Background: an optimization exercise with open tools, aiming at small area. Do not read the settings as production practice.
Where RTL was checked, it was by simulation tests only, not by an equivalence proof against the original.
Only the layout flow was run in runs 2 to 5; the RTL was not checked for function there.
Power figures rest on the tool's default switching activity, not on a simulated workload.

==> design/flow/config.mk <==
export PLATFORM = sky130hd
export DESIGN_NAME = legv8_datapath_hs
export DESIGN_NICKNAME = legv8_datapath_hs
export VERILOG_FILES = /design/flow/design.v
export SDC_FILE = /design/flow/constraint.sdc
export NUM_CORES = 4
export LEC_CHECK = 0
export ABC_CLOCK_PERIOD_IN_PS = 8000
export CAP_MARGIN = 20
export CORE_MARGIN = 2
export CORE_UTILIZATION = 30
export SETUP_SLACK_MARGIN = 1.0
export SLEW_MARGIN = 20
==> design/flow/constraint.sdc <==
create_clock -name core_clock -period 16.0 [get_ports {clk}]
set_input_delay 3.2000 -clock core_clock [delete_from_list [all_inputs] [get_ports {clk}]]
set_output_delay 3.2000 -clock core_clock [all_outputs]
set_load 0.01 [all_outputs]
==> design/flow/design.v <==
module legv8_datapath_hs (
   input  logic        clk,
   input  logic        rst,
   input  logic        cw_valid,
   output logic        cw_ready,
   input  logic [26:0] cw,
   input  logic [31:0] k,
   output logic        mem_req,
   output logic        mem_we,
   output logic [12:0] mem_addr,
   output logic [31:0] mem_wdata,
   input  logic [31:0] mem_rdata,
   input  logic        mem_ack,
   output logic [31:0] pc,
   output logic [4:0]  status,
   output logic        busy,
   output logic        err_timeout,
   input  logic [3:0]  dbg_sel,
   output logic [31:0] dbg_data
);
   logic        st_exec, st_mem;       
   logic [26:0] cw_reg;
   logic [5:0]  cw_rst;                
   logic [20:0] cw_nrst;               
   logic [31:0] k_reg;
   logic [31:0] pc_reg;
   logic [3:0]  flags_reg;
   logic        err_reg;
   logic [7:0]  wait_cnt;
   logic [31:0] rf [15];
   logic [14:0] rf_valid;
   logic [3:0] da, sa, sb;
   logic [4:0] fs;
   logic       bsel, asel, reg_write, mem_rd, mem_wr, status_load;
   logic [1:0] wb_sel, ps;
   assign cw_reg      = {cw_nrst[20:9], cw_rst, cw_nrst[8:0]};
   assign da          = cw_reg[26:23];
   assign sa          = cw_reg[22:19];
   assign sb          = cw_reg[18:15];
   assign fs          = cw_reg[14:10];
   assign bsel        = cw_reg[9];
   assign asel        = cw_reg[8];
   assign reg_write   = cw_reg[7];
   assign mem_rd      = cw_reg[6];
   assign mem_wr      = cw_reg[5];
   assign status_load = cw_reg[4];
   assign wb_sel      = cw_reg[3:2];
   assign ps          = cw_reg[1:0];
   logic [14:0] sel_a, sel_b, sel_d;
   always_comb begin
      for (int i = 0; i < 15; i++) begin
         sel_a[i] = rf_valid[i] && (sa == 4'(i));
         sel_b[i] = rf_valid[i] && (sb == 4'(i));
         sel_d[i] = rf_valid[i] && (dbg_sel == 4'(i));
      end
   end
   function automatic logic [31:0] rd_port(input logic [14:0] sel,
                                           input logic [15*32-1:0] flat);
      logic [31:0] v;
      v = '0;
      for (int i = 0; i < 15; i++) v = v | (flat[32*i +: 32] & {32{sel[i]}});
      rd_port = v;
   endfunction
   logic [15*32-1:0] rf_flat;
   always_comb for (int i = 0; i < 15; i++) rf_flat[32*i +: 32] = rf[i];
   logic [31:0] a_val, b_val;
   assign a_val    = rd_port(sel_a, rf_flat);
   assign b_val    = rd_port(sel_b, rf_flat);
   assign dbg_data = rd_port(sel_d, rf_flat);
   logic [31:0] a_in, b_mux, b_in, sum, alu_res, wb_data;
   logic        alu_c, alu_v, alu_z;
   assign a_in  = fs[1] ? ~a_val : a_val;
   assign b_mux = bsel ? k_reg : b_val;
   assign b_in  = fs[0] ? ~b_mux : b_mux;
   function automatic logic [32:0] ripple(input logic [31:0] a, input logic [31:0] b,
                                          input logic cin);
      logic [32:0] r;
      logic        c;
      c = cin;
      for (int i = 0; i < 32; i++) begin
         r[i] = a[i] ^ b[i] ^ c;
         c    = (a[i] & b[i]) | (c & (a[i] ^ b[i]));
      end
      r[32] = c;
      ripple = r;
   endfunction
   logic [32:0] sum_ext;
   logic        c31;
   assign sum_ext = ripple(a_in, b_in, fs[0]);
   assign sum     = sum_ext[31:0];
   assign c31     = sum_ext[31] ^ a_in[31] ^ b_in[31];
   logic        shr;
   logic [31:0] sh_in, sh_out, sh_rev;
   assign shr = fs[2];
   always_comb for (int i = 0; i < 32; i++) sh_in[i] = shr ? a_in[31-i] : a_in[i];
   assign sh_out = b_mux[5] ? 32'd0 : (sh_in << b_mux[4:0]);
   always_comb for (int i = 0; i < 32; i++) sh_rev[i] = sh_out[31-i];
   always_comb begin
      alu_c = 1'b0;
      alu_v = 1'b0;
      case (fs[4:2])
         3'd0: alu_res = a_in & b_in;
         3'd1: alu_res = a_in | b_in;
         3'd2: begin
            alu_res = sum;
            alu_c   = sum_ext[32];
            alu_v   = sum_ext[32] ^ c31;
         end
         3'd3: alu_res = a_in ^ b_in;
         3'd4: alu_res = sh_out;
         3'd5: alu_res = sh_rev;
         3'd6: alu_res = b_mux;
         default: alu_res = '0;
      endcase
      alu_z = (alu_res == '0);
   end
   logic [31:0] pc_plus4, pc_branch, pc_next;
   logic [32:0] br_ext;
   assign pc_plus4  = {pc_reg[31:2] + 30'd1, pc_reg[1:0]};
   assign br_ext    = ripple({pc_reg[31:2], 2'b00}, {k_reg[29:0], 2'b00}, 1'b0);
   assign pc_branch = {br_ext[31:2], pc_reg[1:0]};
   always_comb begin
      case (wb_sel)
         2'b00:   wb_data = alu_res;
         2'b01:   wb_data = mem_rdata;
         2'b10:   wb_data = b_val;
         default: wb_data = pc_plus4;
      endcase
   end
   logic mem_op, accept, commit, timeout_hit, idle;
   assign idle        = !st_exec && !st_mem;
   assign mem_op      = mem_rd | mem_wr;
   assign cw_ready    = idle || (st_exec && !mem_op);
   assign accept      = cw_valid && cw_ready;
   assign commit      = (st_exec && !mem_op) || (st_mem && mem_ack);
   assign timeout_hit = (wait_cnt == 8'd254);
   logic [14:0] we_row;
   always_comb
      for (int i = 0; i < 15; i++)
         we_row[i] = commit && reg_write && (da == 4'(i));
   always_ff @(posedge clk) begin
      for (int i = 0; i < 15; i++)
         if (we_row[i]) rf[i] <= wb_data;
   end
   always_ff @(posedge clk or posedge rst) begin
      if (rst) rf_valid <= '0;
      else     rf_valid <= rf_valid | we_row;
   end
   always_ff @(posedge clk or posedge rst) begin
      if (rst) begin
         cw_rst <= '0;
      end else if (accept) begin
         cw_rst <= cw[14:9];
      end
   end
   always_ff @(posedge clk) begin
      if (accept) begin
         cw_nrst <= {cw[26:15], cw[8:0]};
         k_reg         <= k;
      end
   end
   always_comb begin
      case (ps)
         2'b01:   pc_next = pc_plus4;
         2'b10:   pc_next = asel ? k_reg : a_val;
         2'b11:   pc_next = pc_branch;
         default: pc_next = pc_reg;
      endcase
   end
   always_ff @(posedge clk or posedge rst) begin
      if (rst) begin
         st_exec   <= 1'b0;
         st_mem    <= 1'b0;
         pc_reg    <= '0;
         flags_reg <= '0;
         err_reg   <= 1'b0;
      end else begin
         if (commit) begin
            if (status_load) flags_reg <= {alu_v, alu_c, alu_res[31], alu_z};
            pc_reg <= pc_next;
         end
         if (st_mem && !mem_ack && timeout_hit) err_reg <= 1'b1;
         st_exec <= accept;
         st_mem  <= (st_exec && mem_op) || (st_mem && !mem_ack && !timeout_hit);
      end
   end
   always_ff @(posedge clk) begin
      if (st_mem) wait_cnt <= wait_cnt + 8'd1;
      else        wait_cnt <= '0;
   end
   assign mem_req     = st_mem;
   assign mem_we      = mem_wr;
   assign mem_addr    = alu_res[12:0];
   assign mem_wdata   = b_val;
   assign pc          = pc_reg;
   assign status      = {flags_reg, alu_z};
   assign busy        = st_exec || st_mem;
   assign err_timeout = err_reg;
endmodule
==> design/flow/run.sh <==
#!/bin/bash
# synth_recipe.tcl (not shown) runs the flow's synth.tcl, then flattens the netlist and writes it again
# the make line also repeats each setting of config.mk as NAME=value (left out here)
make -C /OpenROAD-flow-scripts/flow DESIGN_CONFIG=/design/flow/config.mk WORK_HOME=/design/flow/orfs CLKGATE_MAP_FILE= SYNTH_SCRIPT=/design/flow/synth_recipe.tcl finish
==> flow_summary.yaml, run 1 <==
grt:
  use_met2_pct: 47.6
  antenna_found_initial: 10
  grt_max_degree: 71
  grt_pass1_vias: 37400
  use_met3_pct: 13.4
  overflow: 0
  track_usage_pct: 34.4
  top_usage_layer: "met2"
  grt_pass1_wl_microns: 312000
  use_met1_pct: 43.7
clock_tree:
  clk_latency_ps: 700
  cts_root_buffer: "clkbuf_16"
  clock_sinks: 601
  cts-buffers-inserted: 71
  cts_hold_buf: 0
  cts_buffer_depth: 3
  tritoncts: "yes"
  clk_pin_slew_ps: 60
  htreeDepth: 3
setup_path:
  critPathKind: "reg -> out"
  crit_path_max_incr_delay_ps: 530
  critPathSlowestCell: "or4_4"
  crit_required_ps: 12800
  crit_top_cell: "fa_2"
  worstPathArrival_ps: 15590
  regToRegSetupSlack_ps: 890
  endpoint_kind: "primary output"
  worst-path-max-fanout: 6
  cp-start-kind: "register"
floorplanning:
  start_util_pct: 30.3
  coreArea_sq_um: 126000
  placementRows: 130
  die_y_microns: 361
  dieArea_sq_um: 130000
  die_x_microns: 361
  ios: 218
cells_and_area:
  syn_to_final_growth_pct: 25.3
  drive_gt1_share_pct: 20.6
  finalNetCount: 4286
  stdcell_count: 5767
  largest_reg_flops: 480
  fillCellCount: 12400
status:
  so_faults: "negative setup slack"
  outcome: "finished with violations"
synth:
  synth_most_common_cell: "edfxtp_1"
  synth_cells: 3563
  async_reset_ff_share_pct: 9.98
  postSynthAreaPerCell_sq_um: 10.7
  ys.warnings.count: 2
  synthFlopType: "edfxtp_1"
  synth_seq_cells: 601
  synth.area.top_cells: "edfxtp_1, a22oi_1, dfrtp_1"
  synth_edf_count: 533
  ys_types: 105
  syn_area_sq_um: 38200
  synth_top_cell_area_share_pct: 42.0
  ys_seq_area_share_pct: 46.3
  synthTopCellsByCount: "edfxtp_1, a22oi_1, nand2_1, clkbuf_1, and3_1"
  synth_area_leader_cell: "edfxtp_1"
  syn_nets: 3789
worst_hold_path:
  hp-class: "reg -> reg"
power_and_ir_drop:
  cellLeakagePower_nw: 17.5
  finalPower_w: 0.00943
  peakVddDrop_mv: 0.103
  power.density_nw_per_um2: 197
routing:
  vias: 39900
  drcViolationCount: 0
  routedWlPerCell_microns: 40.4
  ant_nets: 0
  via_per_inst: 6.91
  dr.pass1.iters: 12
  routed_wirelength_microns: 233000
  drtIter0Drc: 8184
placed_design:
  dpl.hpwl_microns: 160000
  place_inst: 5620
  gp_congestion: 1.08
  port_buffers: 217
sta:
  hold_viol_final: 0
  finClkSkew_ps: 54.1
  timing.final.crit_share_pct: 117
  drv_slew: 0
  setup_violations: 1
  rsz0062_at_grt: "yes"
  fin_ws_ps: -2790
  max_freq_mhz: 53.2
  tightestPinTransition_ps: 1260
  slew_headroom_pct: 15.9
  period_needed_ps: 18790
flow_run:
  cap_viol_max_count: 0
area by class of cell:
class                      instances  area [sq um]  area share [%]
multi-input combinational       2517         19100            40.0
sequential                       601         17700            37.0
timing repair buffer             720          6030            12.6
tap                             1650          2060            4.32
clock buffer                      87          1890            3.95
inverter                         149           562            1.18
clock inverter                    36           442           0.924
antenna                            7          17.5          0.0366
per-stage QoR:
| stage | instance area, sq um | hold WS, ps | setup WS [ps] | util, % | TNS, ps |
|---|---|---|---|---|---|
| 2_1_floorplan | 38300 | 437 | -1460 | - | -1460 |
| 3_3_place_gp | 45100 | 446 | -2430 | 35.9 | -2430 |
| 3_5_place_dp | 45100 | 466 | -2450 | 35.9 | -2450 |
| 4_1_cts | 47600 | 481 | -2760 | 37.8 | -2760 |
| 5_1_grt | 47800 | 510 | -3220 | 38.0 | -3220 |
| 6_report | 47800 | 479 | -2790 | 38.0 | -2790 |
cells by family after synthesis:
family,after synthesis,share of synthesized area [%]
fa+ha+maj,127,5.33
compound gates,1142,22.3
flops,601,46.3
mux,90,3.96
xor+xnor,89,2.06
buf+inv,447,4.97
simple gates,1067,15.0
cell usage in the layout (no fill, tap or decap), drive strengths merged, types with 40 or more instances in the layout:
master	n
and2	40
and3	193
a22oi	456
nor2	174
buf	504
o21ai	112
nand4	107
fa	59
a221oi	68
nand3	83
o211ai	40
xnor2	59
a22o	54
a21oi	114
nand2	236
clkdlybuf4s50	216
clkbuf	87
mux4	49
dfrtp	60
nor3	57
a222oi	65
inv	149
ha	68
edfxtp	533
power by group:
group | switching, W | leakage [nW] | internal, W | total [W]
clock | 0.000715 | 1.12 | 0.000957 | 0.00167
sequential | 0.000146 | 5.66 | 0.00204 | 0.00219
combinational | 0.00369 | 10.8 | 0.00188 | 0.00557
path summary, 6_finish.rpt:
check                                  from            to  cells past startpoint
worst min-delay path            wait_cnt[0]   wait_cnt[0]                      1
worst min register to register  wait_cnt[0]   wait_cnt[0]                      1
min in group asynchronous               rst     cw_rst[2]                      2
worst max-delay path             cw_nrst[9]     status[0]                     56
max in group asynchronous               rst     pc_reg[8]                      3
worst max register to register   cw_nrst[9]  flags_reg[0]                     56
metal layers:
metal / up-vias / part of all wire (%) / wire length (microns)
met5: - / 0.023 / 54
met4: 10 / 9.1 / 21200
met3: 1090 / 15 / 35600
met2: 4041 / 39 / 91900
met1: 19500 / 36 / 84000
li1: 15200 / - / -
worst max-delay path: cells and delay by family, from the launching register on:
kind	cells	cell delay, ps
xor+xnor	1	150
compound gates	4	680
flops	1	500
buf+inv	11	1020
simple gates	9	2010
fa+ha+maj	31	10520
repair_timing:
action,in CTS,in global routing
endpoints found under the setup margin,2,32
cloned,0,2
gates resized for setup,15,37
pin swaps,11,15
setup buffers,9,6
==> run 2, diff against run 1 <==
--- a/design/flow/design.v
+++ b/design/flow/design.v
@@ -95,25 +95,28 @@
    always_comb for (int i = 0; i < 32; i++) sh_in[i] = shr ? a_in[31-i] : a_in[i];
    assign sh_out = b_mux[5] ? 32'd0 : (sh_in << b_mux[4:0]);
    always_comb for (int i = 0; i < 32; i++) sh_rev[i] = sh_out[31-i];
-   always_comb begin
-      alu_c = 1'b0;
-      alu_v = 1'b0;
+   logic [31:0] z_kill;
+   logic        z_add;
+   assign z_kill = (a_in ^ b_in) ^ {a_in[30:0] | b_in[30:0], fs[0]};
+   assign z_add  = (z_kill == '0);
+   logic [31:0] other_res;
+   always_comb begin
       case (fs[4:2])
-         3'd0: alu_res = a_in & b_in;
-         3'd1: alu_res = a_in | b_in;
-         3'd2: begin
-            alu_res = sum;
-            alu_c   = sum_ext[32];
-            alu_v   = sum_ext[32] ^ c31;
-         end
-         3'd3: alu_res = a_in ^ b_in;
-         3'd4: alu_res = sh_out;
-         3'd5: alu_res = sh_rev;
-         3'd6: alu_res = b_mux;
-         default: alu_res = '0;
+         3'd0: other_res = a_in & b_in;
+         3'd1: other_res = a_in | b_in;
+         3'd3: other_res = a_in ^ b_in;
+         3'd4: other_res = sh_out;
+         3'd5: other_res = sh_rev;
+         3'd6: other_res = b_mux;
+         default: other_res = '0;
       endcase
-      alu_z = (alu_res == '0);
-   end
+   end
+   logic is_add;
+   assign is_add  = (fs[4:2] == 3'd2);
+   assign alu_res = is_add ? sum : other_res;
+   assign alu_c   = is_add & sum_ext[32];
+   assign alu_v   = is_add & (sum_ext[32] ^ c31);
+   assign alu_z   = is_add ? z_add : (other_res == '0);
    logic [31:0] pc_plus4, pc_branch, pc_next;
    logic [32:0] br_ext;
    assign pc_plus4  = {pc_reg[31:2] + 30'd1, pc_reg[1:0]};
--- a/design/flow/config.mk
+++ b/design/flow/config.mk
@@ -8,6 +8,6 @@
 export ABC_CLOCK_PERIOD_IN_PS = 8000
 export CAP_MARGIN = 20
 export CORE_MARGIN = 2
-export CORE_UTILIZATION = 30
-export SETUP_SLACK_MARGIN = 1.0
+export CORE_UTILIZATION = 45
+export SETUP_SLACK_MARGIN = 0.2
 export SLEW_MARGIN = 20
==> run 2 against run 1 <==
  * Final area is 3.4% lower
  * Highest routed layer unchanged
  * Combinational power hardly changed
  * Register-to-register slack got worse by 300 ps
  * Non-clock buffer count decreased by 218
  * Now clean on timing, DRC and antenna
  * Global-route usage increased by 14 points
  * Flip-flop and latch count did not move
  * Die area shrank 32%
  * Final cell count is 11% lower
  * Setup slack better by 3400 ps
  * Clock skew fell by 18 ps
  * Hold slack got worse by 9.4 ps
  * Critical path type is now reg -> reg
==> flow_summary.yaml, run 2 <==
grt:
  track_usage_pct: 48.6
  antenna_found_initial: 14
  grt_pass1_vias: 36700
  grt_max_degree: 68
  overflow: 0
  grt_pass1_wl_microns: 301000
synth:
  synth_cells: 3676
  synth_area_leader_cell: "edfxtp_1"
  ys.warnings.count: 2
  ys_types: 107
  synth_seq_cells: 601
  synthTopCellsByCount: "edfxtp_1, a22oi_1, nand2_1, clkbuf_1, nor2_1"
  syn_nets: 3902
  synth_most_common_cell: "edfxtp_1"
  synth_edf_count: 533
  synth_top_cell_area_share_pct: 41.2
  ys_seq_area_share_pct: 45.4
  syn_area_sq_um: 38900
  postSynthAreaPerCell_sq_um: 10.6
  synthFlopType: "edfxtp_1"
  async_reset_ff_share_pct: 9.98
  synth.area.top_cells: "edfxtp_1, a22oi_1, dfrtp_1"
flow_run:
  cap_viol_max_count: 0
sta:
  finClkSkew_ps: 36.0
  period_needed_ps: 15410
  hold_viol_final: 0
  timing.final.crit_share_pct: 96.3
  tightestPinTransition_ps: 1340
  tns_ps: 0
  slew_headroom_pct: 10.1
  setup_violations: 0
  holdWs_ps: 469
  rsz0062_at_grt: "no"
  drv_slew: 0
  max_freq_mhz: 64.9
clock_tree:
  cts-buffers-inserted: 70
  htreeDepth: 3
  clock_sinks: 601
  cts_buffer_depth: 3
  cts_root_buffer: "clkbuf_16"
  clk_pin_slew_ps: 60
  clk_latency_ps: 670
  tritoncts: "yes"
status:
  outcome: "finished clean"
placed_design:
  port_buffers: 217
  gp_congestion: 1.08
  dpl.hpwl_microns: 149000
cells_and_area:
  seq_area_sq_um: 17700
  largest_reg_flops: 480
  multi_input_area_sq_um: 19700
  finalNetCount: 4164
  drive_gt1_share_pct: 15.6
  syn_to_final_growth_pct: 18.8
  final_common_cell: "edfxtp_1"
  fillCellCount: 7675
  final_util_pct: 54.1
  layout_common_cells: "edfxtp_1, a22oi_1, buf_4, nand2_1, clkdlybuf4s50_1"
routing:
  routedWlPerCell_microns: 43.3
  drtIter0Drc: 8805
  vias: 39700
  ant_nets: 0
  drcViolationCount: 0
  dr.pass1.iters: 12
  via_per_inst: 7.72
  routed_wirelength_microns: 222000
floorplanning:
  die_y_microns: 298
  coreArea_sq_um: 85400
  ios: 218
  die_x_microns: 298
  start_util_pct: 45.5
  placementRows: 107
  dieArea_sq_um: 88800
setup_path:
  worstPathArrival_ps: 15780
  cp-start-kind: "register"
  path_depth: 49
  critPathTopFamily: "adder cells"
  crit_required_ps: 16370
  critPathKind: "reg -> reg"
  crit_top_cell: "fa_2"
  crit_path_max_incr_delay_ps: 610
  r2r_cells: 49
  cp_num_buf_inv: 9
  worst-path-max-fanout: 8
  critPathSlowestCell: "mux4_2"
  endpoint_kind: "register"
worst_hold_path:
  holdPathStages: 2
  hp-class: "reg -> reg"
power_and_ir_drop:
  peakVddDrop_mv: 0.135
  power.density_nw_per_um2: 204
  cellLeakagePower_nw: 16.8
run 2: changes by cell type in the layout (fill, tap and decap cells not counted), moves of 16 or more:
cell     delta
nand2_1    +25
a22o_1     +23
buf_4     -216
xnor2_1    +18
o21ai_0    +27
xor2_1     +23
inv_1      +16
nor2_1     +17
run 2: final timing paths:
check | end | from | slack [ps]
setup / recovery | rf[14][31] | cw_nrst[14] | 590
hold / removal | err_reg | err_reg | 470
setup reg to reg | rf[14][31] | cw_nrst[14] | 590
hold reg to reg | err_reg | err_reg | 470
max in group asynchronous | cw_rst[3] | rst | 11920
min in group asynchronous | cw_rst[1] | rst | 2870
run 2: routing by layer:
layer | vias to the layer above | GRT usage [%] | routed length (microns)
li1 | 15100 | - | -
met1 | 19200 | 64.0 | 79700
met2 | 4395 | 65.7 | 87200
met3 | 1004 | 21.7 | 38800
met4 | 16 | 27.8 | 16700
met5 | - | 0 | 80
run 2: where the power goes:
part,leakage [nW],internal (W),switching [W]
Sequential,5.63,0.00204,0.000133
Clock,1.15,0.000985,0.000719
Combinational,10.0,0.00182,0.00372
run 2: layout make-up:
type                    count  share of cell area, %
multi-input cells        2607                   42.7
diodes                      4                 0.0217
flip-flops and latches    601                   38.3
clock inverters            46                   1.17
inverters                 156                   1.27
clock buffers              84                   4.02
repair buffers            502                   9.41
well taps                1144                   3.10
run 2: stage by stage:
step	cell area [sq um]	cells	worst slack [ps]	total power, W
floorplan	38900	3676	210	0.00506
global placement	43600	5002	-511	0.00737
detailed placement	43600	5003	-662	0.00735
CTS	46100	5136	208	0.00908
global route	46200	5140	211	0.00961
finish	46200	5144	594	0.00942
run 2: timing repair:
item,CTS,global route
pin swaps,3,10
gates resized for setup,19,13
setup endpoints to repair,47,32
hold buffers,0,0
endpoints found under the hold margin,0,0
gates cloned,1,0
setup buffers,2,4
run 2: worst min-delay path, stage by stage, from the launching register on:
cell and delay [ps]:
dfrtp_1 340, inv_1 40, o31ai_1 50
run 2: cells by family (layout without fill, tap and decap cells):
family,count (synthesis),count (layout),share of synthesized area (%)
AO/OA/AOI/OAI,1152,1152,22.2
XOR/XNOR,127,127,2.86
adder cells (fa/ha/maj),127,127,5.23
buffers and inverters,469,788,4.95
flip-flops,601,601,45.4
multiplexers,116,117,4.56
other,0,4,0
AND/OR/NAND/NOR,1084,1084,14.7
==> run 3, diff against run 2 <==
--- a/design/flow/config.mk
+++ b/design/flow/config.mk
@@ -9,5 +9,6 @@
 export CAP_MARGIN = 20
 export CORE_MARGIN = 2
 export CORE_UTILIZATION = 45
+export CTS_BUF_LIST = sky130_fd_sc_hd__clkbuf_4 sky130_fd_sc_hd__clkbuf_8
 export SETUP_SLACK_MARGIN = 0.2
 export SLEW_MARGIN = 20
==> run 3 against run 2 <==
  * Die area is the same
  * Setup slack gained 96 ps
  * Highest routed layer unchanged
  * Critical endpoint is now rf[8][31]
  * Register-to-register slack gained 96 ps
  * Core utilization is essentially flat
  * Global-route usage grew 0.11 points
  * Still clean
  * Final cell count grew 1.5%
  * Non-clock buffer count grew 1
==> flow_summary.yaml, run 3 <==
synth:
  synth.area.top_cells: "edfxtp_1, a22oi_1, dfrtp_1"
  synth_top_cell_area_share_pct: 41.2
  synth_top_family_by_area: "compound AO/OA/AOI/OAI gates"
  synth_edf_count: 533
  synth_cells: 3676
  synth_area_leader_cell: "edfxtp_1"
  postSynthAreaPerCell_sq_um: 10.6
  synth_seq_cells: 601
  synth-simple-area-share_pct: 14.7
  yosys-mux-area-fraction_pct: 4.56
  synthAdderAreaFrac_pct: 5.23
  synth_most_common_cell: "edfxtp_1"
  ys_seq_area_share_pct: 45.4
  synth_xor_area_share_pct: 2.86
  syn_area_sq_um: 38900
  syn_nets: 3902
  async_reset_ff_share_pct: 9.98
  synth_compound_gate_area_share_pct: 22.2
  ys.warnings.count: 2
  synthTopCellsByCount: "edfxtp_1, a22oi_1, nand2_1, clkbuf_1, nor2_1"
  synthFlopType: "edfxtp_1"
  ys_types: 107
floorplanning:
  start_util_pct: 45.5
  placementRows: 107
  die_x_microns: 298
  coreArea_sq_um: 85400
  die_y_microns: 298
  dieArea_sq_um: 88800
  ios: 218
routing:
  routedWlPerCell_microns: 42.7
  routed_wirelength_microns: 223000
  via_per_inst: 7.63
  drtIter0Drc: 9476
  ant_nets: 0
  drcViolationCount: 0
  dr.pass1.iters: 13
  vias: 39800
sta:
  rsz0062_at_grt: "no"
  finClkSkew_ps: 107
  timing.final.crit_share_pct: 95.7
  max_freq_mhz: 65.3
  setup_violations: 0
  drv_slew: 0
  tightestPinTransition_ps: 1300
  fin_ws_ps: 690
  period_needed_ps: 15310
  slew_headroom_pct: 12.9
  hold_viol_final: 0
placed_design:
  place_area_sq_um: 43600
  port_buffers: 217
  place_inst: 5003
  dpl.hpwl_microns: 149000
  gp_congestion: 1.08
  place_ws_ps: -662
worst_hold_path:
  hold_end: "err_reg"
  hp-class: "reg -> reg"
  holdPathStages: 2
  hold_start: "err_reg"
setup_path:
  endpoint_kind: "register"
  crit_path_max_incr_delay_ps: 610
  worst-path-max-fanout: 8
  critPathSlowestCell: "mux4_2"
  cp-start-kind: "register"
  rr_startpoint: "cw_nrst[14]"
  worstPathArrival_ps: 15880
  crit_top_cell: "fa_2"
  r2r_end: "rf[8][31]"
  regToRegSetupSlack_ps: 690
  r2r_cells: 50
  critPathKind: "reg -> reg"
  crit_required_ps: 16570
clock_tree:
  clk_pin_slew_ps: 70
  clock_sinks: 601
  htreeDepth: 3
  cts_buffer_depth: 3
  clk_latency_ps: 880
  cts-buffers-inserted: 107
  cts_root_buffer: "clkbuf_8"
  tritoncts: "yes"
cells_and_area:
  final_area_sq_um: 46100
  syn_to_final_growth_pct: 18.7
  drive_gt1_share_pct: 17.1
  stdcell_count: 5219
  finalNetCount: 4202
  final_util_pct: 54.0
  final_common_cell: "edfxtp_1"
  largest_reg_flops: 480
  fillCellCount: 7762
  layout_common_cells: "edfxtp_1, a22oi_1, buf_4, nand2_1, clkdlybuf4s50_1"
power_and_ir_drop:
  power.density_nw_per_um2: 203
  cellLeakagePower_nw: 16.9
  peakVddDrop_mv: 0.136
  finalPower_w: 0.00934
status:
  outcome: "finished clean"
grt:
  grt_pass1_vias: 36900
  overflow: 0
  grt_max_degree: 68
  grt_pass1_wl_microns: 301000
  antenna_found_initial: 20
  track_usage_pct: 48.7
flow_run:
  cap_viol_max_count: 0
[run 3: cell types whose count changed in the layout (fill, tap and decap cells not counted), sizes merged]
| cell | delta |
|---|---|
| clkbuf | +63 |
| buf | +1 |
| bufinv | -1 |
| clkinv | +9 |
| clkinvlp | -4 |
| inv | +2 |
| diode | +5 |
[run 3: report_power, final]
part	total (W)	switching, W	internal, W
clock network	0.00161	0.000739	0.000875
logic	0.00556	0.00373	0.00182
registers	0.00217	0.000133	0.00204
total	0.00934	0.00461	0.00474
[run 3: cell type report]
class	instances	area, sq um	share of cell area [%]
diodes	9	22.5	0.0488
clock buffers	147	1800	3.91
clock inverters	52	541	1.17
inverters	156	588	1.27
multi-input cells	2607	19700	42.8
flip-flops and latches	601	17700	38.3
well taps	1144	1430	3.10
repair buffers	503	4350	9.43
[run 3: repair_timing]
action	in CTS	in global routing
gates resized for setup	18	13
endpoints found under the setup margin	47	32
hold buffers	0	0
pin swaps	3	13
gates cloned	1	0
setup buffers	1	5
[run 3: cell families after synthesis]
group                    after synthesis
AO/OA/AOI/OAI                       1152
XOR/XNOR                             127
adder cells (fa/ha/maj)              127
buffers and inverters                469
flip-flops                           601
multiplexers                         116
AND/OR/NAND/NOR                     1084
[run 3: worst max path at each step]
stage          slack (ps)         to   startpoint  cells after the start
3_5_place_dp         -660  rf[3][31]  cw_nrst[15]                     49
2_1_floorplan         210  rf[0][31]  cw_nrst[16]                     52
5_1_grt               270  rf[9][31]  cw_nrst[14]                     49
3_3_place_gp         -510  rf[1][31]  cw_nrst[14]                     48
4_1_cts               240  rf[5][31]  cw_nrst[14]                     48
6_report              690  rf[8][31]  cw_nrst[14]                     50
[run 3: through the flow]
step / hold slack, ps / TNS [ps]
2_1_floorplan: 437 / 0
3_3_place_gp: 454 / -10160
3_5_place_dp: 461 / -16500
4_1_cts: 475 / 0
5_1_grt: 520 / 0
6_report: 470 / 0
[run 3: metal layers]
metal	vias up	GRT usage (%)	share of wire (%)
met1	19200	64.5	36
met3	1008	21.7	17
li1	15200	-	-
met2	4366	65.4	39
met5	-	0.541	0.14
met4	22	27.9	7.4
[run 3: worst max-delay path: cells and delay by family, from the launching register on]
kind	cells	cell delay, ps
AND/OR/NAND/NOR	8	1280
flip-flops	1	440
adder cells (fa/ha/maj)	31	11390
multiplexers	1	610
AO/OA/AOI/OAI	2	530
buffers and inverters	8	760
==> run 4, diff against run 3 <==
--- a/design/flow/design.v
+++ b/design/flow/design.v
@@ -84,9 +84,12 @@
       r[32] = c;
       ripple = r;
    endfunction
-   logic [32:0] sum_ext;
+   logic [32:0] sum_lo, sum_hi0, sum_hi1, sum_ext;
    logic        c31;
-   assign sum_ext = ripple(a_in, b_in, fs[0]);
+   assign sum_lo  = ripple({8'd0, a_in[23:0]}, {8'd0, b_in[23:0]}, fs[0]);
+   assign sum_hi0 = ripple({24'd0, a_in[31:24]}, {24'd0, b_in[31:24]}, 1'b0);
+   assign sum_hi1 = ripple({24'd0, a_in[31:24]}, {24'd0, b_in[31:24]}, 1'b1);
+   assign sum_ext = {sum_lo[24] ? sum_hi1[8:0] : sum_hi0[8:0], sum_lo[23:0]};
    assign sum     = sum_ext[31:0];
    assign c31     = sum_ext[31] ^ a_in[31] ^ b_in[31];
    logic        shr;
--- a/design/flow/config.mk
+++ b/design/flow/config.mk
@@ -9,6 +9,5 @@
 export CAP_MARGIN = 20
 export CORE_MARGIN = 2
 export CORE_UTILIZATION = 45
-export CTS_BUF_LIST = sky130_fd_sc_hd__clkbuf_4 sky130_fd_sc_hd__clkbuf_8
 export SETUP_SLACK_MARGIN = 0.2
 export SLEW_MARGIN = 20
==> run 4 against run 3 <==
  * Still clean on timing, DRC and antenna
  * Area after synthesis decreased by 0.37%
  * Global-route usage decreased by 1.3 points
  * Synthesized cell count decreased by 0.92%
  * First-iteration DRC count decreased by 6.4%
  * Fmax about the same
  * Clock skew decreased by 74 ps
  * Core utilization decreased by 0.63 points
  * Clock power increased by 4%
  * Via count decreased by 2.3%
  * Critical endpoint is now rf[5][31]
==> flow_summary.yaml, run 4 <==
clock_tree:
  cts-buffers-inserted: 69
  clk_pin_slew_ps: 60
  tritoncts: "yes"
  cts_root_buffer: "clkbuf_16"
  cts_hold_buf: 0
  clk_latency_ps: 650
  clock_sinks: 601
  htreeDepth: 3
  cts_buffer_depth: 3
routing:
  routedWlPerCell_microns: 43.1
  vias: 38900
  ant_nets: 0
  routed_wirelength_microns: 218000
  dr.pass1.iters: 13
  drtIter0Drc: 8870
  via_per_inst: 7.70
  drcViolationCount: 0
worst_hold_path:
  hp-class: "reg -> reg"
  hold_start: "flags_reg[2]"
setup_path:
  r2r_end: "rf[5][31]"
  critPathKind: "reg -> reg"
  critPathSlowestCell: "mux4_2"
  crit_required_ps: 16340
  crit_top_cell: "fa_1"
  critPathLaunch: "cw_nrst[14]"
  regToRegSetupSlack_ps: 680
  crit_path_max_incr_delay_ps: 610
  r2r_cells: 51
  endpoint_kind: "register"
  worstPathArrival_ps: 15670
  worst-path-max-fanout: 8
  rr_startpoint: "cw_nrst[14]"
  endpoint: "rf[5][31]"
  cp-start-kind: "register"
synth:
  synth_edf_count: 533
  synthTopCellsByCount: "edfxtp_1, a22oi_1, and3_1, clkbuf_1, nand2_1"
  synth_seq_cells: 601
  synthFlopType: "edfxtp_1"
  synth.area.top_cells: "edfxtp_1, a22oi_1, and3_1"
  synth_top_cell_area_share_pct: 41.3
  postSynthAreaPerCell_sq_um: 10.6
  synth_most_common_cell: "edfxtp_1"
  syn_nets: 3868
  ys_types: 87
  syn_area_sq_um: 38700
  async_reset_ff_share_pct: 9.98
  synth_area_leader_cell: "edfxtp_1"
  synth_cells: 3642
  ys_seq_area_share_pct: 45.6
  ys.warnings.count: 2
status:
  outcome: "finished clean"
cells_and_area:
  final_area_sq_um: 45500
  final_common_cell: "edfxtp_1"
  drive_gt1_share_pct: 13.6
  syn_to_final_growth_pct: 17.5
  largest_reg_flops: 480
  finalNetCount: 4066
  layout_common_cells: "edfxtp_1, a22oi_1, and3_1, clkdlybuf4s50_1, buf_4"
power_and_ir_drop:
  power.density_nw_per_um2: 203
  peakVddDrop_mv: 0.113
  cellLeakagePower_nw: 16.5
grt:
  grt_pass1_wl_microns: 293000
  grt_max_degree: 78
  overflow: 0
  grt_pass1_vias: 36100
  antenna_found_initial: 10
  track_usage_pct: 47.4
floorplanning:
  die_x_microns: 297
  die_y_microns: 297
  dieArea_sq_um: 88400
  coreArea_sq_um: 85300
  start_util_pct: 45.4
  ios: 218
  placementRows: 107
sta:
  period_needed_ps: 15320
  tns_ps: 0
  tightestPinTransition_ps: 1200
  slew_headroom_pct: 19.2
  setup_violations: 0
  fin_ws_ps: 678
  timing.final.crit_share_pct: 95.8
  hold_viol_final: 0
  max_freq_mhz: 65.3
  rsz0062_at_grt: "no"
  drv_slew: 0
  finClkSkew_ps: 32.6
placed_design:
  place_ws_ps: -110
  dpl.hpwl_microns: 149000
  port_buffers: 217
  place_area_sq_um: 42800
  gp_congestion: 1.07
flow_run:
  cap_viol_max_count: 0
-- run 4: changes by cell type in the layout (fill, tap and decap cells not counted), sizes merged, moves of 11 or more --
cell	before	now
a21oi	109	98
a22o	76	55
a22oi	449	410
and3	184	243
buf	286	216
clkbuf	147	89
clkinv	38	24
nand2	262	203
nand3	80	94
nor3b	3	15
o21ai	135	115
o22ai	27	42
or2	14	25
-- run 4: layout make-up --
| cell class | count | area, sq um |
|---|---|---|
| tap | 1144 | 1430 |
| inverter | 165 | 622 |
| clock inverter | 41 | 503 |
| multi-input combinational | 2568 | 19600 |
| antenna | 13 | 32.5 |
| clock buffer | 87 | 1870 |
| sequential | 601 | 17700 |
| fill | 7560 | 39800 |
| timing repair buffer | 435 | 3830 |
-- run 4: power breakdown --
group          total (W)  switching (W)  internal, W
clock network    0.00168       0.000710     0.000971
logic            0.00530        0.00356      0.00174
registers        0.00224       0.000200      0.00204
total            0.00922        0.00447      0.00476
-- run 4: worst min-delay path by stage --
| stage | endpoint | depth (start not counted) |
|---|---|---|
| after global placement | err_reg | 2 |
| final | flags_reg[2] | 2 |
| after detailed placement | wait_cnt[0] | 1 |
| after floorplan | wait_cnt[0] | 1 |
| after CTS | wait_cnt[0] | 1 |
| after global routing | wait_cnt[0] | 1 |
-- run 4: stage by stage --
| stage | utilization (%) | hold slack [ps] | instances | total power, W |
|---|---|---|---|---|
| 3_5_place_dp | 50.2 | 463 | 4892 | 0.00719 |
| 3_3_place_gp | 50.2 | 455 | 4892 | 0.00722 |
| 5_1_grt | 53.4 | 503 | 5044 | 0.00939 |
| 4_1_cts | 53.0 | 480 | 5024 | 0.00887 |
| 6_report | 53.4 | 481 | 5054 | 0.00922 |
| 2_1_floorplan | - | 437 | 3642 | 0.00495 |
-- run 4: timing repair --
item | 4_1_cts | 5_1_grt
gates cloned | 0 | 1
resized for setup | 4 | 30
pin swaps | 0 | 10
buffers inserted | 4 | 16
setup endpoints to repair | 15 | 27
-- run 4: critical path, delay by kind of cell (launching register included) --
family	cells	cell delay (ps)
AND/OR/NAND/NOR	3	710
flip-flops	1	460
XOR/XNOR	1	240
multiplexers	2	860
AO/OA/AOI/OAI	2	810
adder cells (fa/ha/maj)	30	10770
buffers and inverters	13	1210
-- run 4: layer usage --
layer / track usage [%] / vias up / wire length, microns
met5: 0.541 / - / 54
met4: 27.8 / 8 / 16500
met3: 19.0 / 935 / 36300
met2: 65.3 / 4091 / 86500
met1: 62.6 / 19000 / 78400
li1: - / 14900 / -
-- run 4: kinds of logic after synthesis --
kind of cell	Yosys count	share of synthesized area, %
buf+inv	474	4.96
simple gates	1110	15.5
flops	601	45.6
compound gates	1080	20.9
xor+xnor	125	2.83
fa+ha+maj	127	5.23
mux	125	4.93
==> run 5, diff against run 4 <==
--- a/design/flow/design.v
+++ b/design/flow/design.v
@@ -84,12 +84,12 @@
       r[32] = c;
       ripple = r;
    endfunction
-   logic [32:0] sum_lo, sum_hi0, sum_hi1, sum_ext;
+   logic [32:0] sum_lo, sum_ext;
+   logic [12:0] sum_hi;
    logic        c31;
-   assign sum_lo  = ripple({8'd0, a_in[23:0]}, {8'd0, b_in[23:0]}, fs[0]);
-   assign sum_hi0 = ripple({24'd0, a_in[31:24]}, {24'd0, b_in[31:24]}, 1'b0);
-   assign sum_hi1 = ripple({24'd0, a_in[31:24]}, {24'd0, b_in[31:24]}, 1'b1);
-   assign sum_ext = {sum_lo[24] ? sum_hi1[8:0] : sum_hi0[8:0], sum_lo[23:0]};
+   assign sum_lo  = ripple({12'd0, a_in[19:0]}, {12'd0, b_in[19:0]}, fs[0]);
+   assign sum_hi  = {1'b0, a_in[31:20]} + {1'b0, b_in[31:20]} + 13'(sum_lo[20]);
+   assign sum_ext = {sum_hi, sum_lo[19:0]};
    assign sum     = sum_ext[31:0];
    assign c31     = sum_ext[31] ^ a_in[31] ^ b_in[31];
    logic        shr;
==> design/flow/flow/run.sh (new file) <==
#!/bin/bash
# Standard ORFS layout (the standard.sh, standard synthesis unchanged) with
# two area-oriented knobs that ORFS reads from the environment:
#  - port buffers are the smallest buffer (every port still gets one);
#  - CTS adds no dummy balancing loads.
# ORFS writes each step's full log under orfs/logs/; make's own output goes to
# standard.log here.
set -euo pipefail
export BUFFER_PORTS_ARGS="-buffer_cell sky130_fd_sc_hd__buf_1"
export CTS_ARGS="-sink_clustering_enable -repair_clock_nets -dont_use_dummy_load"
bash standard.sh > standard.log 2>&1
==> design/flow/standard.sh (new file) <==
#!/bin/bash
# synth_recipe.tcl (not shown) runs the flow's synth.tcl, then flattens the netlist and writes it again
# the make line also repeats each setting of config.mk as NAME=value (left out here)
make -C /OpenROAD-flow-scripts/flow DESIGN_CONFIG=/design/flow/config.mk WORK_HOME=/design/flow/orfs CLKGATE_MAP_FILE= SYNTH_SCRIPT=/design/flow/synth_recipe.tcl "${@:-finish}"
removed: design/flow/run.sh
==> run 5 against run 4 <==
  * Still clean on timing, DRC and antenna
  * Critical path depth fell by 1
  * Area after synthesis is 1.0% higher
  * Core utilization decreased by 3.2 points
  * Sequential power decreased by 2%
  * Critical path type unchanged
  * Critical endpoint is now rf[4][31]
==> flow_summary.yaml, run 5 <==
setup_path:
  critPathKind: "reg -> reg"
  critPathLaunch: "cw_nrst[16]"
  r2r_end: "rf[4][31]"
  endpoint_kind: "register"
  worst-path-max-fanout: 15
  cp_num_buf_inv: 8
  critPathTopFamily: "adder cells"
  critPathSlowestCell: "a2111oi_1"
  cp-start-kind: "register"
  regToRegSetupSlack_ps: 800
  r2r_cells: 50
  worstPathArrival_ps: 15460
  crit_top_cell: "fa_1"
  crit_path_max_incr_delay_ps: 700
  crit_required_ps: 16260
  rr_startpoint: "cw_nrst[16]"
clock_tree:
  cts-buffers-inserted: 69
  clk_pin_slew_ps: 50
  tritoncts: "yes"
  cts_root_buffer: "clkbuf_16"
  clk_latency_ps: 660
  htreeDepth: 3
  clock_sinks: 601
  cts_buffer_depth: 3
sta:
  max_freq_mhz: 65.8
  setup_violations: 0
  slew_headroom_pct: 13.5
  rsz0062_at_grt: "no"
  period_needed_ps: 15200
  tns_ps: 0
  drv_slew: 0
  tightestPinTransition_ps: 1290
  finClkSkew_ps: 77.5
  timing.final.crit_share_pct: 95.0
  hold_viol_final: 0
  fin_ws_ps: 800
routing:
  wl_met1_microns: 84300
  ant_nets: 0
  dr.pass1.iters: 12
  routed_wirelength_microns: 232000
  via_per_inst: 7.90
  drcViolationCount: 0
  met3WireLength_microns: 39900
  wl_met2_microns: 88500
  vias: 40200
  drtIter0Drc: 9571
  routedWlPerCell_microns: 45.5
  maxUsedRoutingLayer: "met5"
flow_run:
  cap_viol_max_count: 0
synth:
  ys_types: 90
  ys_seq_area_share_pct: 45.1
  synthFlopType: "edfxtp_1"
  syn_area_sq_um: 39100
  syn_nets: 4018
  synth_top_cell_area_share_pct: 40.9
  synthTopCellsByCount: "edfxtp_1, a22oi_1, clkbuf_1, nand2_1, nor2_1"
  synth_most_common_cell: "edfxtp_1"
  synth.area.top_cells: "edfxtp_1, a22oi_1, dfrtp_1"
  async_reset_ff_share_pct: 9.98
  synth_area_leader_cell: "edfxtp_1"
  synth_cells: 3802
  synth_edf_count: 533
  synth_seq_cells: 601
  postSynthAreaPerCell_sq_um: 10.3
  ys.warnings.count: 2
worst_hold_path:
  holdPathStages: 2
  hp-class: "reg -> reg"
  hold_end: "err_reg"
  hold_start: "err_reg"
power_and_ir_drop:
  power.density_nw_per_um2: 208
  finalPower_w: 0.00903
  cellLeakagePower_nw: 15.2
  peakVddDrop_mv: 0.116
cells_and_area:
  fillCellCount: 7964
  final_util_pct: 50.1
  syn_to_final_growth_pct: 10.8
  seq_area_sq_um: 17700
  final_common_cell: "edfxtp_1"
  drive_gt1_share_pct: 10.4
  finalNetCount: 4150
  stdcell_count: 5091
  layout_common_cells: "edfxtp_1, a22oi_1, nand2_1, buf_1, nor2_1"
  largest_reg_flops: 480
  multi_input_area_sq_um: 19800
placed_design:
  gp_congestion: 1.09
  dpl.hpwl_microns: 160000
  port_buffers: 217
  place_ws_ps: 756
  place_inst: 5015
floorplanning:
  ios: 218
  placementRows: 108
  die_x_microns: 299
  die_y_microns: 299
  dieArea_sq_um: 89300
  coreArea_sq_um: 86500
  start_util_pct: 45.3
grt:
  track_usage_pct: 50.2
  grt_pass1_vias: 36700
  antenna_found_initial: 16
  grt_pass1_wl_microns: 309000
  grt_max_degree: 71
  overflow: 0
status:
  outcome: "finished clean"
[run 5: cell types whose count changed in the layout (fill, tap and decap cells not counted), sizes merged, moves of 19 or more]
| cell | change |
|---|---|
| a21oi | +58 |
| a221oi | -22 |
| a22o | +30 |
| a22oi | +32 |
| and2 | +22 |
| and3 | -77 |
| buf | +172 |
| clkbuf | -19 |
| clkdlybuf4s50 | -217 |
| clkinv | -19 |
| inv | -20 |
| mux2i | -23 |
| nand3 | +63 |
| nand4 | -23 |
[run 5: routing by layer]
metal	global-route usage [%]	up-vias
li1	-	15300
met1	67.3	19400
met2	65.7	4492
met3	21.5	1066
met4	31.5	22
met5	0.265	-
[run 5: worst max-delay path by stage]
stage | cells after the start | to
final | 50 | rf[4][31]
after global routing | 50 | rf[4][31]
after CTS | 46 | rf[4][31]
after detailed placement | 46 | rf[11][31]
after global placement | 46 | rf[4][31]
after floorplan | 48 | rf[0][31]
[run 5: logic make-up after synthesis]
group / synth area share, %
AO/OA/AOI/OAI: 23.1
AND/OR/NAND/NOR: 15.9
flip-flops: 45.1
buffers and inverters: 4.87
XOR/XNOR: 2.64
adder cells (fa/ha/maj): 4.68
multiplexers: 3.71
[run 5: layout make-up]
cell class | count | area share (%)
sequential | 601 | 40.7
inverter | 154 | 1.34
clock buffer | 69 | 3.98
tap | 1155 | 3.33
timing repair buffer | 389 | 4.85
antenna | 4 | 0.0231
multi-input combinational | 2719 | 45.7
[run 5: stage by stage]
step / area (sq um) / hold slack (ps)
after detailed placement: 41600 / 459
after floorplan: 39100 / 437
final: 43400 / 467
after global routing: 43400 / 490
after global placement: 41600 / 457
after CTS: 43300 / 471
[run 5: what timing repair did]
action	in CTS	in global routing
gates resized for setup	0	1
setup endpoints to repair	0	26
buffers inserted	0	2
hold buffers	0	0
[run 5: report_power, final]
group	switching (W)	leakage [nW]	internal, W
sequential	0.000165	5.67	0.00204
clock	0.000612	0.850	0.000754
combinational	0.00393	8.66	0.00154
total	0.00470	15.2	0.00433
[run 5: worst reg2reg max path, delay by kind of cell, from the launching register on]
| kind | cells | cell delay [ps] |
|---|---|---|
| fa+ha+maj | 20 | 8500 |
| compound gates | 12 | 2840 |
| buf+inv | 8 | 1270 |
| simple gates | 7 | 770 |
| mux | 1 | 660 |
| flops | 1 | 580 |
| xor+xnor | 2 | 220 |
==> run 6, diff against run 5 <==
--- a/design/flow/design.v
+++ b/design/flow/design.v
@@ -93,10 +93,9 @@
    assign sum     = sum_ext[31:0];
    assign c31     = sum_ext[31] ^ a_in[31] ^ b_in[31];
    logic        shr;
-   logic [31:0] sh_in, sh_out, sh_rev;
+   logic [31:0] sh_out, sh_rev;
    assign shr = fs[2];
-   always_comb for (int i = 0; i < 32; i++) sh_in[i] = shr ? a_in[31-i] : a_in[i];
-   assign sh_out = b_mux[5] ? 32'd0 : (sh_in << b_mux[4:0]);
+   legv8_shifter u_shift (.a(a_in), .shr(shr), .n(b_mux[5:0]), .y(sh_out));
    always_comb for (int i = 0; i < 32; i++) sh_rev[i] = sh_out[31-i];
    logic [31:0] z_kill;
    logic        z_add;
@@ -203,3 +202,18 @@
    assign busy        = st_exec || st_mem;
    assign err_timeout = err_reg;
 endmodule
+module legv8_shifter (
+   input  logic [31:0] a,
+   input  logic        shr,
+   input  logic [5:0]  n,
+   output logic [31:0] y
+);
+   logic [31:0] t0, t1, t2, t3, t4, t5;
+   always_comb for (int i = 0; i < 32; i++) t0[i] = shr ? a[31-i] : a[i];
+   assign t1 = n[0] ? {t0[30:0], 1'b0}  : t0;
+   assign t2 = n[1] ? {t1[29:0], 2'b0}  : t1;
+   assign t3 = n[2] ? {t2[27:0], 4'b0}  : t2;
+   assign t4 = n[3] ? {t3[23:0], 8'b0}  : t3;
+   assign t5 = n[4] ? {t4[15:0], 16'b0} : t4;
+   assign y  = n[5] ? 32'd0 : t5;
+endmodule
--- a/design/flow/config.mk
+++ b/design/flow/config.mk
@@ -11,3 +11,5 @@
 export CORE_UTILIZATION = 45
 export SETUP_SLACK_MARGIN = 0.2
 export SLEW_MARGIN = 20
+export SYNTH_HIERARCHICAL = 1
+export SYNTH_MINIMUM_KEEP_SIZE = 0
==> run 6 against run 5 <==
  * Still clean
  * Register-to-register slack better by 600 ps
  * Setup slack better by 600 ps
  * Critical path depth is 9 lower
  * Clock power hardly changed
  * Flip-flop and latch count stayed put
  * Critical endpoint is now rf[13][30]
==> flow_summary.yaml, run 6 <==
clock_tree:
  clk_pin_slew_ps: 60
  tritoncts: "yes"
  cts_buffer_depth: 3
  clock_sinks: 601
  postCtsSetupBuffers: 0
  clk_latency_ps: 650
  cts_hold_buf: 0
  htreeDepth: 3
  cts-buffers-inserted: 69
  post_cts_resized: 0
  cts_root_buffer: "clkbuf_16"
setup_path:
  crit_path_max_incr_delay_ps: 640
  crit_required_ps: 16270
  crit_top_cell: "fa_1"
  worst-path-max-fanout: 16
  r2r_cells: 41
  critPathKind: "reg -> reg"
  r2r_end: "rf[13][30]"
  cp-start-kind: "register"
  critPathLaunch: "cw_nrst[9]"
  worstPathArrival_ps: 14870
  regToRegSetupSlack_ps: 1400
  endpoint_kind: "register"
  rr_startpoint: "cw_nrst[9]"
  critPathSlowestCell: "mux4_2"
synth:
  ys_seq_area_share_pct: 47.3
  ys_types: 85
  synthAdderAreaFrac_pct: 4.90
  synth_top_cell_area_share_pct: 42.8
  syn_area_sq_um: 37400
  ys.warnings.count: 9
  yosys-mux-area-fraction_pct: 6.37
  synth.area.top_cells: "edfxtp_1, a22oi_1, dfrtp_1"
  postSynthAreaPerCell_sq_um: 11.4
  synth_compound_gate_area_share_pct: 21.9
  synth_top_family_by_area: "compound AO/OA/AOI/OAI gates"
  synth_xor_area_share_pct: 3.34
  synthTopCellsByCount: "edfxtp_1, a22oi_1, clkbuf_1, nand2_1, nor2_1"
  synth_edf_count: 533
  synth_seq_cells: 601
  synth_area_leader_cell: "edfxtp_1"
  synth_most_common_cell: "edfxtp_1"
  synth_cells: 3282
  synth-simple-area-share_pct: 10.7
  synthFlopType: "edfxtp_1"
  async_reset_ff_share_pct: 9.98
  syn_nets: 3498
sta:
  period_needed_ps: 14600
  holdWs_ps: 472
  rsz0062_at_grt: "no"
  max_freq_mhz: 68.5
  timing.final.crit_share_pct: 91.3
  finClkSkew_ps: 70.7
  tightestPinTransition_ps: 1240
  drv_slew: 0
  hold_viol_final: 0
  tns_ps: 0
  slew_headroom_pct: 17.4
  setup_violations: 0
placed_design:
  port_buffers: 217
  dpl.hpwl_microns: 132000
  place_inst: 4398
  gp_congestion: 1.06
power_and_ir_drop:
  pwr-share-clk_pct: 16.2
  p_int_w: 0.00435
  finalPower_w: 0.00836
  cellLeakagePower_nw: 13.9
  peakVddDrop_mv: 0.0998
  p_sw_share_pct: 47.9
  p_seq_share_pct: 26.5
  p_sw_w: 0.00401
  pwr-share-comb_pct: 57.2
  power.density_nw_per_um2: 204
routing:
  drtIter0Drc: 8553
  routed_wirelength_microns: 201000
  ant_nets: 0
  dr.pass1.iters: 13
  routedWlPerCell_microns: 44.9
  vias: 35300
  drcViolationCount: 0
  via_per_inst: 7.90
status:
  outcome: "finished clean"
grt:
  antenna_found_initial: 10
  grt_max_degree: 75
  overflow: 0
  track_usage_pct: 45.8
  grt_pass1_vias: 33300
  grt_pass1_wl_microns: 271000
cells_and_area:
  finalNetCount: 3616
  syn_to_final_growth_pct: 9.54
  drive_gt1_share_pct: 12.3
  largest_reg_flops: 480
  layout_common_cells: "edfxtp_1, a22oi_1, buf_1, nand2_1, inv_1"
  stdcell_count: 4474
  final_common_cell: "edfxtp_1"
  fillCellCount: 7276
floorplanning:
  dieArea_sq_um: 85400
  ios: 218
  start_util_pct: 45.5
  die_x_microns: 292
  placementRows: 105
  coreArea_sq_um: 82100
  die_y_microns: 292
worst_hold_path:
  holdPathStages: 1
  hold_end: "wait_cnt[0]"
  hp-class: "reg -> reg"
  hold_start: "wait_cnt[0]"
flow_run:
  cap_viol_max_count: 0
## run 6: changes by cell type after synthesis, moves of 33 or more
cell | before | now
a22oi_1 | 442 | 478
a222oi_1 | 59 | 98
nor2_1 | 202 | 147
nand3_1 | 157 | 43
a21oi_1 | 156 | 99
o22ai_1 | 42 | 9
and3_1 | 166 | 107
nand2_1 | 220 | 164
xor2_1 | 37 | 84
clkbuf_1 | 257 | 189
## run 6: worst max path at each step
stage / to / slack, ps / cells past startpoint
2_1_floorplan: flags_reg[3] / 2670 / 46
3_3_place_gp: flags_reg[3] / 1620 / 43
3_5_place_dp: rf[11][30] / 1480 / 41
4_1_cts: rf[13][30] / 1490 / 41
5_1_grt: flags_reg[3] / 720 / 43
6_report: rf[13][30] / 1400 / 41
## run 6: kinds of logic (layout without fill, tap and decap cells)
group                      after synthesis  after routing
AOI/OAI and AO/OA                     1079           1079
and+or+nand+nor                        745            745
DFF                                    601            601
buffers and inverters                  449            565
muxes                                  150            150
xor gates and xnor gates               141            141
adders and majority gates              117            117
other                                    0              6
## run 6: power by group through the flow
stage | registers, W | clock network [W] | logic (W)
2_1_floorplan | 0.00218 | 0 | 0.00284
3_3_place_gp | 0.00223 | 0 | 0.00454
3_5_place_dp | 0.00224 | 0 | 0.00452
4_1_cts | 0.00221 | 0.00136 | 0.00454
5_1_grt | 0.00223 | 0.00142 | 0.00494
6_report | 0.00222 | 0.00136 | 0.00478
## run 6: routing by layer
metal / wire [microns] / global-route usage (%) / share of wire (%) / vias up
met3: 33700 / 17.4 / 17 / 831
met5: 40 / 0.170 / 0.020 / -
li1: - / - / - / 13300
met1: 74900 / 63.2 / 37 / 17300
met2: 78200 / 61.0 / 39 / 3866
met4: 14200 / 26.1 / 7.1 / 6
## run 6: final cells by class
type / count / area (sq um) / area share (%)
clock buffers: 69 / 1730 / 4.22
flip-flops and latches: 601 / 17700 / 43.2
repair buffers: 347 / 1790 / 4.37
well taps: 1070 / 1340 / 3.27
diodes: 6 / 15.0 / 0.0367
multi-input cells: 2232 / 17800 / 43.6
inverters: 149 / 559 / 1.37
## run 6: modules after synthesis, one instance, submodules excluded
module / times used / area (sq um)
legv8_shifter: 1 / 2290
legv8_datapath_hs: 1 / 35100
## run 6: critical path: cells and delay by family, from the launching register on
kind,cells,cell delay (ps)
AND/OR/NAND/NOR,5,1440
buffers and inverters,6,430
flip-flops,1,610
multiplexers,3,1310
AO/OA/AOI/OAI,5,1530
XOR/XNOR,1,140
adder cells (fa/ha/maj),21,8790
## run 6: stage by stage
stage | cell area [sq um] | worst slack, ps | util (%)
3_3_place_gp | 39200 | 1620 | 47.7
5_1_grt | 40900 | 723 | 49.8
4_1_cts | 40900 | 1490 | 49.8
3_5_place_dp | 39200 | 1480 | 47.7
6_report | 40900 | 1400 | 49.9
2_1_floorplan | 37400 | 2670 | -
==> run 7, diff against run 6 <==
==> design/flow/flow/run.sh (replaced) <==
#!/bin/bash
# Standard ORFS layout (the standard.sh, standard synthesis unchanged) with
# two area-oriented knobs that ORFS reads from the environment:
#  - port buffers are the smallest buffer (every port still gets one);
#  - CTS clusters up to 30 sinks per leaf buffer and adds no dummy balancing loads.
# ORFS writes each step's full log under orfs/logs/; make's own output goes to
# standard.log here.
set -euo pipefail
export BUFFER_PORTS_ARGS="-buffer_cell sky130_fd_sc_hd__buf_1"
export CTS_ARGS="-sink_clustering_enable -repair_clock_nets -dont_use_dummy_load -sink_clustering_size 30 -sink_clustering_max_diameter 100"
bash standard.sh > standard.log 2>&1
==> run 7 against run 6 <==
  * Still clean
  * Setup slack gained 14 ps
  * Total power shrank 5.7%
  * Clock skew grew 43 ps
  * Sequential share of layout area is 0.94 points higher
  * Area after synthesis is the same
==> flow_summary.yaml, run 7 <==
synth:
  synthFlopType: "edfxtp_1"
  synth_seq_cells: 601
  syn_area_sq_um: 37400
  postSynthAreaPerCell_sq_um: 11.4
  synth_cells: 3282
  synth_edf_count: 533
  ys_types: 85
  synth_top_cell_area_share_pct: 42.8
  ys.warnings.count: 9
  synth_area_leader_cell: "edfxtp_1"
  synth.area.top_cells: "edfxtp_1, a22oi_1, dfrtp_1"
  synthTopCellsByCount: "edfxtp_1, a22oi_1, clkbuf_1, nand2_1, nor2_1"
  async_reset_ff_share_pct: 9.98
  ys_seq_area_share_pct: 47.3
  synth_most_common_cell: "edfxtp_1"
  syn_nets: 3498
grt:
  grt_pass1_vias: 33000
  top_usage_layer: "met1"
  grt_pass1_wl_microns: 270000
  grt_max_degree: 75
  use_met2_pct: 61.0
  use_met1_pct: 62.9
  antenna_found_initial: 15
  overflow: 0
  track_usage_pct: 45.5
  use_met3_pct: 17.5
clock_tree:
  cts_root_buffer: "clkbuf_16"
  tritoncts: "yes"
  cts-buffers-inserted: 34
  post_cts_resized: 0
  cts_hold_buf: 0
  clock_sinks: 601
  cts_buffer_depth: 3
  clk_pin_slew_ps: 90
  htreeDepth: 2
  postCtsSetupBuffers: 0
  clk_latency_ps: 630
setup_path:
  cp-start-kind: "register"
  critPathSlowestCell: "mux4_2"
  regToRegSetupSlack_ps: 1410
  endpoint_kind: "register"
  crit_path_max_incr_delay_ps: 640
  worst-path-max-fanout: 16
  critPathKind: "reg -> reg"
  worstPathArrival_ps: 14810
  crit_top_cell: "fa_1"
  crit_required_ps: 16220
placed_design:
  gp_congestion: 1.06
  place_area_sq_um: 39200
  dpl.hpwl_microns: 132000
  port_buffers: 217
sta:
  tns_ps: 0
  holdWs_ps: 477
  setup_violations: 0
  finClkSkew_ps: 114
  rsz0062_at_grt: "no"
  hold_viol_final: 0
  period_needed_ps: 14590
  timing.final.crit_share_pct: 91.2
  drv_slew: 0
  tightestPinTransition_ps: 1250
  slew_headroom_pct: 16.3
  max_freq_mhz: 68.6
power_and_ir_drop:
  pwr-share-comb_pct: 60.5
  p_seq_share_pct: 28.1
  peakVddDrop_mv: 0.114
  p_sw_share_pct: 49.6
  cellLeakagePower_nw: 13.4
  power.density_nw_per_um2: 197
  p_sw_w: 0.00391
  p_int_w: 0.00397
  pwr-share-clk_pct: 11.4
routing:
  drcViolationCount: 0
  vias: 35000
  routedWlPerCell_microns: 45.0
  ant_nets: 0
  drtIter0Drc: 8169
  routed_wirelength_microns: 200000
  via_per_inst: 7.88
  dr.pass1.iters: 13
floorplanning:
  start_util_pct: 45.5
  ios: 218
  dieArea_sq_um: 85400
  coreArea_sq_um: 82100
  die_x_microns: 292
  die_y_microns: 292
  placementRows: 105
cells_and_area:
  syn_to_final_growth_pct: 7.21
  final_common_cell: "edfxtp_1"
  final_area_sq_um: 40100
  finalNetCount: 3580
  final_util_pct: 48.8
  fillCellCount: 7349
  drive_gt1_share_pct: 11.4
  largest_reg_flops: 480
  layout_common_cells: "edfxtp_1, a22oi_1, buf_1, nand2_1, inv_1"
worst_hold_path:
  hp-class: "reg -> reg"
flow_run:
  cap_viol_max_count: 0
status:
  outcome: "finished clean"
[run 7: cell types whose count changed in the layout (fill, tap and decap cells not counted), sizes merged]
cell	before	now
clkbuf	69	34
diode	6	10
buf	347	346
[run 7: area by class of cell]
cell class	count	area, sq um	share of cell area [%]
Multi-Input combinational cell	2232	17800	44.5
Sequential cell	601	17700	44.1
Timing Repair Buffer	346	1780	4.45
Tap cell	1070	1340	3.34
Clock buffer	34	851	2.12
Inverter	149	559	1.40
Antenna cell	10	25.0	0.0625
[run 7: critical path, delay by kind of cell, from the launching register on]
family                     cells  cell delay (ps)
xor gates and xnor gates       1              140
muxes                          3             1320
buffers and inverters          6              430
adders and majority gates     21             8760
and+or+nand+nor                5             1440
AOI/OAI and AO/OA              5             1490
DFF                            1              610
[run 7: worst paths after layout]
kind	startpoint	to	cells past startpoint
max reg2reg	cw_nrst[9]	rf[9][30]	41
min in group asynchronous	rst	pc_reg[18]	3
min reg2reg	wait_cnt[0]	wait_cnt[0]	1
max in group asynchronous	rst	cw_rst[3]	3
max	cw_nrst[9]	rf[9][30]	41
min	wait_cnt[0]	wait_cnt[0]	1
[run 7: routing by layer]
metal  part of all wire [%]  vias to the layer above
met5                  0.017                        -
met4                    6.9                        6
met3                     17                      797
met2                     39                     3756
met1                     37                    17200
li1                       -                    13300
[run 7: per-stage QoR]
step / instances / worst slack, ps / power, W
5_1_grt: 4438 / 723 / 0.00812
3_3_place_gp: 4398 / 1620 / 0.00677
4_1_cts: 4432 / 1440 / 0.00765
6_report: 4442 / 1410 / 0.00788
2_1_floorplan: 3282 / 2670 / 0.00501
3_5_place_dp: 4398 / 1480 / 0.00676
[run 7: kinds of logic after synthesis]
family / count (synthesis) / share of synthesized area (%)
AO/OA/AOI/OAI: 1079 / 21.9
AND/OR/NAND/NOR: 745 / 10.7
flip-flops: 601 / 47.3
buffers and inverters: 449 / 5.54
multiplexers: 150 / 6.37
XOR/XNOR: 141 / 3.34
adder cells (fa/ha/maj): 117 / 4.90
[run 7: power by group through the flow]
stage	registers [W]	clock network (W)	logic [W]
final	0.00221	0.000900	0.00477
after global routing	0.00222	0.000956	0.00494
after CTS	0.00220	0.000905	0.00454
after detailed placement	0.00224	0	0.00452
after global placement	0.00223	0	0.00454
after floorplan	0.00218	0	0.00284
[run 7: per-module statistics from Yosys (local to each module, per instance)]
module,cell area (sq um),times used,cells
legv8_datapath_hs,35100,1,3012
legv8_shifter,2290,1,270

[separate check: timing with driven ports]
Ports are ideal in the flow. The routed layouts listed here were re-timed in OpenROAD.
Step 1 sets driving cells, clkbuf_16 on the clock port and buf_2 on the other inputs (assumed; they add their load-dependent delay and slew).
Step 2 also shifts input and output timing later by t, the mid clock arrival at the registers, as if the neighbouring blocks saw the same clock.
a / b / c = ideal ports / drivers / drivers and shift; a / b = the first two.
run | t (ns) | setup WS [ns] | slew at the worst register clock pin (ns) | worst slew at a driven data input, ns
run 1 | 0.756 | -2.794 / -2.878 / -2.122 | 0.07 / 0.07 | 0.13
run 2 | 0.728 | 0.594 / 0.594 / 0.594 | 0.08 / 0.08 | 0.08
run 3 | 0.892 | 0.690 / 0.690 / 0.690 | 0.08 / 0.08 | 0.08
run 4 | 0.709 | 0.678 / 0.678 / 0.678 | 0.08 / 0.08 | 0.07
run 5 | 0.687 | 0.800 / 0.800 / 0.800 | 0.06 / 0.06 | 0.08
run 6 | 0.678 | 1.399 / 1.399 / 1.399 | 0.07 / 0.07 | 0.14
run 7 | 0.649 | 1.413 / 1.413 / 1.413 | 0.11 / 0.11 | 0.13
